This is an optimization exercise on Yosys and OpenROAD, whose aim is a short achievable clock period and few clock cycles, not a production implementation. Function was checked by simulation only, so behaviour that the tests miss may differ from the original. Power is estimated from default activity; no workload was simulated.

==> inputs of run K <==
Design rv_core, start of the top module:
module rv_core (
    input  logic               clk_b,
    input  logic               reset,
    input  rv_core_pkg::word_t imem_inst,
    input  rv_core_pkg::word_t dmem_rdata,
    output rv_core_pkg::word_t imem_addr,
    output rv_core_pkg::word_t dmem_addr,
    output rv_core_pkg::word_t dmem_wdata,
    output logic               dmem_wen,
    output logic               exit
);
    localparam logic [rv_core_pkg::R_N-1:0] RSEL_LINK = 1 << rv_core_pkg::R_LINK;
    rv_core_pkg::word_t      pc;
    logic                    exit_r;
    logic                    d_valid;
    rv_core_pkg::word_t      d_pc, d_pc4, d_off, d_imm;
    logic [12:0]             d_low;
    logic [31:13]            d_hi_inc, d_hi_dec;
    logic                    d_far, d_c13, d_fits, d_jalr0, d_pred_sign;
    rv_core_pkg::reg_addr_t  d_rs1, d_rs2, d_rd;
    logic [2:0]              d_f3;
    logic                    d_pred, d_uses_rs1, d_uses_rs2, d_writes_rd, d_load, d_store;
    logic                    d_branch, d_jalr_e, d_a_pc, d_a_zero, d_b_imm, d_sra, d_slow;
    logic [rv_core_pkg::R_N-1:0] d_rsel;
    logic                    e_wrf, e_load, e_store, e_branch, e_jalr, e_pred, e_zc, e_late;
    logic                    e_kill;   
  ...
export LEC_CHECK = 0
export ABC_CLOCK_PERIOD_IN_PS = 2000
export CAP_MARGIN = 20
export CORE_MARGIN = 2
export CORE_UTILIZATION = 40
export SETUP_SLACK_MARGIN = 5
export SLEW_MARGIN = 20
create_clock -name core_clock -period 7.5 [get_ports {clk_b}]
run.sh (not shown) runs the stock make flow with config.mk's settings and CLKGATE_MAP_FILE= SYNTH_SCRIPT=/design/flow/synth_recipe.tcl, a recipe that flattens the netlist after the stock synthesis.
==> run Y (differences from run K) <==
- CORE_UTILIZATION: 40 -> 30
==> run M (differences from run K) <==
--- a/flow/design.v
+++ b/flow/design.v
@@ -132,19 +132,20 @@
 module execute_stage (
     input  rv_core_pkg::word_t          a,
     input  rv_core_pkg::word_t          b,
     input  logic                        sra,
     input  logic [rv_core_pkg::R_N-1:0] rsel,
     input  rv_core_pkg::word_t          link,
+    input  logic [2:0]                  br_sel,     
+    input  logic                        br_inv,     
     output rv_core_pkg::word_t          sum,
     output rv_core_pkg::word_t          fast,
     output rv_core_pkg::word_t          result,
-    output logic                        eq,
-    output logic                        lt,
-    output logic                        ltu
+    output logic                        br_wrong
 );
+    logic eq, lt, ltu;
     rv_core_pkg::word_t diff, sll_out, sr_out;
     assign sum  = a + b;
     assign diff = a - b;
     assign eq  = (a == b);
     assign lt  = ($signed(a) < $signed(b));
     assign ltu = (a < b);
@@ -158,13 +159,16 @@
         if (rsel[rv_core_pkg::R_XOR])  fast = fast | (a ^ b);
         result = fast;
         if (rsel[rv_core_pkg::R_SUB])  result = result | diff;
         if (rsel[rv_core_pkg::R_LINK]) result = result | link;
         if (rsel[rv_core_pkg::R_SLL])  result = result | sll_out;
         if (rsel[rv_core_pkg::R_SR])   result = result | sr_out;
+        if (rsel[rv_core_pkg::R_SLT])  result = result | {31'b0, lt};
+        if (rsel[rv_core_pkg::R_SLTU]) result = result | {31'b0, ltu};
     end
+    assign br_wrong = ((br_sel[0] & eq) | (br_sel[1] & lt) | (br_sel[2] & ltu)) ^ br_inv;
 endmodule
 `timescale 1ns/1ns
 module rv_core (
     input  logic               clk_b,
     input  logic               reset,
     input  rv_core_pkg::word_t imem_inst,
@@ -194,76 +198,63 @@
     logic                    e_binv;
     rv_core_pkg::reg_addr_t  e_rd;
     rv_core_pkg::word_t      e_a, e_b, e_sd, e_alt;
     logic                    e_sra;
     logic [rv_core_pkg::R_N-1:0] e_rsel;
     logic [2:0]              e_f3;
-    logic                    m_wrf, m_load, m_wen, m_jalr, m_brv;
-    logic                    m_eq, m_lt, m_ltu, m_binv, m_slt, m_sltu;
-    logic [2:0]              m_bsel;
+    logic                    m_wrf, m_load, m_wen, m_redirect, m_jalr;
     rv_core_pkg::reg_addr_t  m_rd;
     rv_core_pkg::word_t      m_alu, m_addr, m_wdata, m_alt;
-    rv_core_pkg::word_t m_result, m_alu_x;
-    logic               m_redirect;
-    assign m_alu_x  = {m_alu[31:1], m_slt ? m_lt : (m_sltu ? m_ltu : m_alu[0])};
-    assign m_redirect = m_jalr ||
-                        (m_brv && (((m_bsel[0] & m_eq) | (m_bsel[1] & m_lt) |
-                                    (m_bsel[2] & m_ltu)) ^ m_binv));
+    rv_core_pkg::word_t m_result;
     assign dmem_addr  = m_addr;
     assign dmem_wdata = m_wdata;
     assign dmem_wen   = m_wen;
-    assign m_result   = m_load ? dmem_rdata : m_alu_x;
+    assign m_result   = m_load ? dmem_rdata : m_alu;
     rv_core_pkg::word_t e_sum, e_fast, e_result;
-    logic               e_eq, e_lt, e_ltu;
+    logic               e_wrong, redirect_e;
     logic               za, zb, z_eq, z_lt, z_ltu, z_taken, redirect_z;
     execute_stage alu_i (
         .a        (e_a),
         .b        (e_b),
         .sra      (e_sra),
         .rsel     (e_rsel),
         .link     (e_alt),
+        .br_sel   (e_bsel),
+        .br_inv   (e_binv),
         .sum      (e_sum),
         .fast     (e_fast),
         .result   (e_result),
-        .eq       (e_eq),
-        .lt       (e_lt),
-        .ltu      (e_ltu)
+        .br_wrong (e_wrong)
     );
     assign za      = (e_a == 32'd0);
     assign zb      = (e_b == 32'd0);
     assign z_eq    = za & zb;
     assign z_lt    = e_a[31] | (~e_b[31] & ~zb);
     assign z_ltu   = za & ~zb;
     assign z_taken = (e_bsel[0] & z_eq) | (e_bsel[1] & z_lt) | (e_bsel[2] & z_ltu);
     assign redirect_z = e_branch && e_zc && (z_taken ^ e_binv) && !m_redirect && !e_kill;
+    assign redirect_e = e_jalr | (e_branch & !e_zc & e_wrong);
     always_ff @(posedge clk_b or posedge reset) begin
         if (reset) begin
             m_wrf      <= 1'b0;
             m_load     <= 1'b0;
             m_wen      <= 1'b0;
-            m_brv      <= 1'b0;
+            m_redirect <= 1'b0;
             m_jalr     <= 1'b0;
         end else begin
             m_wrf      <= e_wrf && !m_redirect && !e_kill;
             m_load     <= e_load && !m_redirect && !e_kill;
             m_wen      <= e_store && !m_redirect && !e_kill;
-            m_brv      <= e_branch && !e_zc && !m_redirect && !e_kill;
-            m_jalr     <= e_jalr && !m_redirect && !e_kill;
+            m_redirect <= redirect_e && !m_redirect && !e_kill;
+            m_jalr     <= e_jalr;
         end
     end
     always_ff @(posedge clk_b) begin
         m_rd     <= e_rd;
         m_alu    <= e_result;
         m_alt    <= e_alt;
-        m_eq     <= e_eq;
-        m_lt     <= e_lt;
-        m_ltu    <= e_ltu;
-        m_bsel   <= e_bsel;
-        m_binv   <= e_binv;
-        m_slt    <= e_rsel[rv_core_pkg::R_SLT];
-        m_sltu   <= e_rsel[rv_core_pkg::R_SLTU];
         m_addr   <= e_sum;
         if (e_store) begin
             m_wdata <= e_sd;
         end
     end
     rv_core_pkg::word_t rf_rs1, rf_rs2, rs1v, rs2v, d_tgt;
==> comparison <==
- Run Y finished with timing, DRC and antenna clean. Run M produced a clean layout. Run K ran to the end with no violations.
- Critical path depth, highest first: run Y, run M, run K.
- Via count, lowest first: run K, run M, run Y.
- Synthesized area is the same in run Y and run K.
- In run Y the core utilization is lower than in run K, by 12 points.
- Against run Y, the clock power of run K is higher by about 2%.
- In cell count, run K and run M hardly differ.
- Of run Y and run M, run M has the higher register-to-register slack (gap 0.07 ns).
==> figures <==
quantity                                                                   run K                     run M                   run Y
Status                                          no timing/DRC/antenna violations  no timing/DRC/antenna violations  no timing/DRC/antenna violations
CP Data Required Time                                                    8.24 ns                   8.24 ns                 8.21 ns
Slowest stage cell, crit path                             sky130_fd_sc_hd__or4_4  sky130_fd_sc_hd__dfxtp_2  sky130_fd_sc_hd__or4_4
Clk pin slew, worst setup/hold paths                                     0.06 ns                   0.06 ns                 0.07 ns
Total CTS buffers                                                            166                       169                     163
Initial detailed-routing violation count                                    8209                      8591                    8397
Row Count                                                                    160                       161                     185
Number of vias after detailed routing                                      57800                     57800                   58600
Share of the final layout cell area in multi-input gates                   35.9%                     36.4%                   35.4%
Time the worst path needs with I/O delays and setup                      3.47 ns                   3.44 ns                 3.50 ns
Post-synthesis mux area share                                              22.0%                     21.6%                   22.0%
Number of nets in the layout                                                6250                      6218                    6332
Simple-gate portion of the synthesized area                                5.98%                     6.09%                   5.98%
Buffer and inverter count on the worst path                                    1                         2                       2
Clock network power share                                                  31.9%                     32.7%                   30.8%
Testbench counts of run K, summed over its fixed seeds: cycles 38,469.
Testbench counts of run Y, summed over its fixed seeds: cycles 38,469.
Testbench counts of run M, summed over its fixed seeds: cycles 38,469.

## static timing again, ports no longer ideal
In the flow no input, the clock included, has a driving cell. The finished layouts below were timed again as built, in two steps. Step 1 sets driving cells, clkbuf_16 on the clock port and buf_2 on the other inputs (assumed; they add their load-dependent delay and slew). Step 2 also shifts input and output timing later by t, the mid clock arrival at the registers, as if the neighbouring blocks saw the same clock. Slacks: ideal ports / drivers / drivers and shift; pairs: ideal ports / drivers.
| run | shift t [ns] | slack for setup (ns) | hold slack, ns | worst setup path after step 2 | clock arrival spread, ns |
|---|---|---|---|---|---|
| run K | 0.907 | 4.035 / 4.035 / 3.216 | 0.333 / 0.333 / 0.333 | input to register | 0.052 / 0.053 |
| run Y | 0.920 | 3.996 / 3.996 / 3.272 | 0.328 / 0.328 / 0.328 | input to register | 0.054 / 0.055 |
| run M | 0.925 | 4.063 / 4.063 / 3.369 | 0.355 / 0.355 / 0.355 | input to register | 0.060 / 0.060 |
After both steps setup and hold are still met in every run listed. The setup slack of run K, which loses most, moves by 0.000 ns with the drivers and by -0.819 ns with both steps.
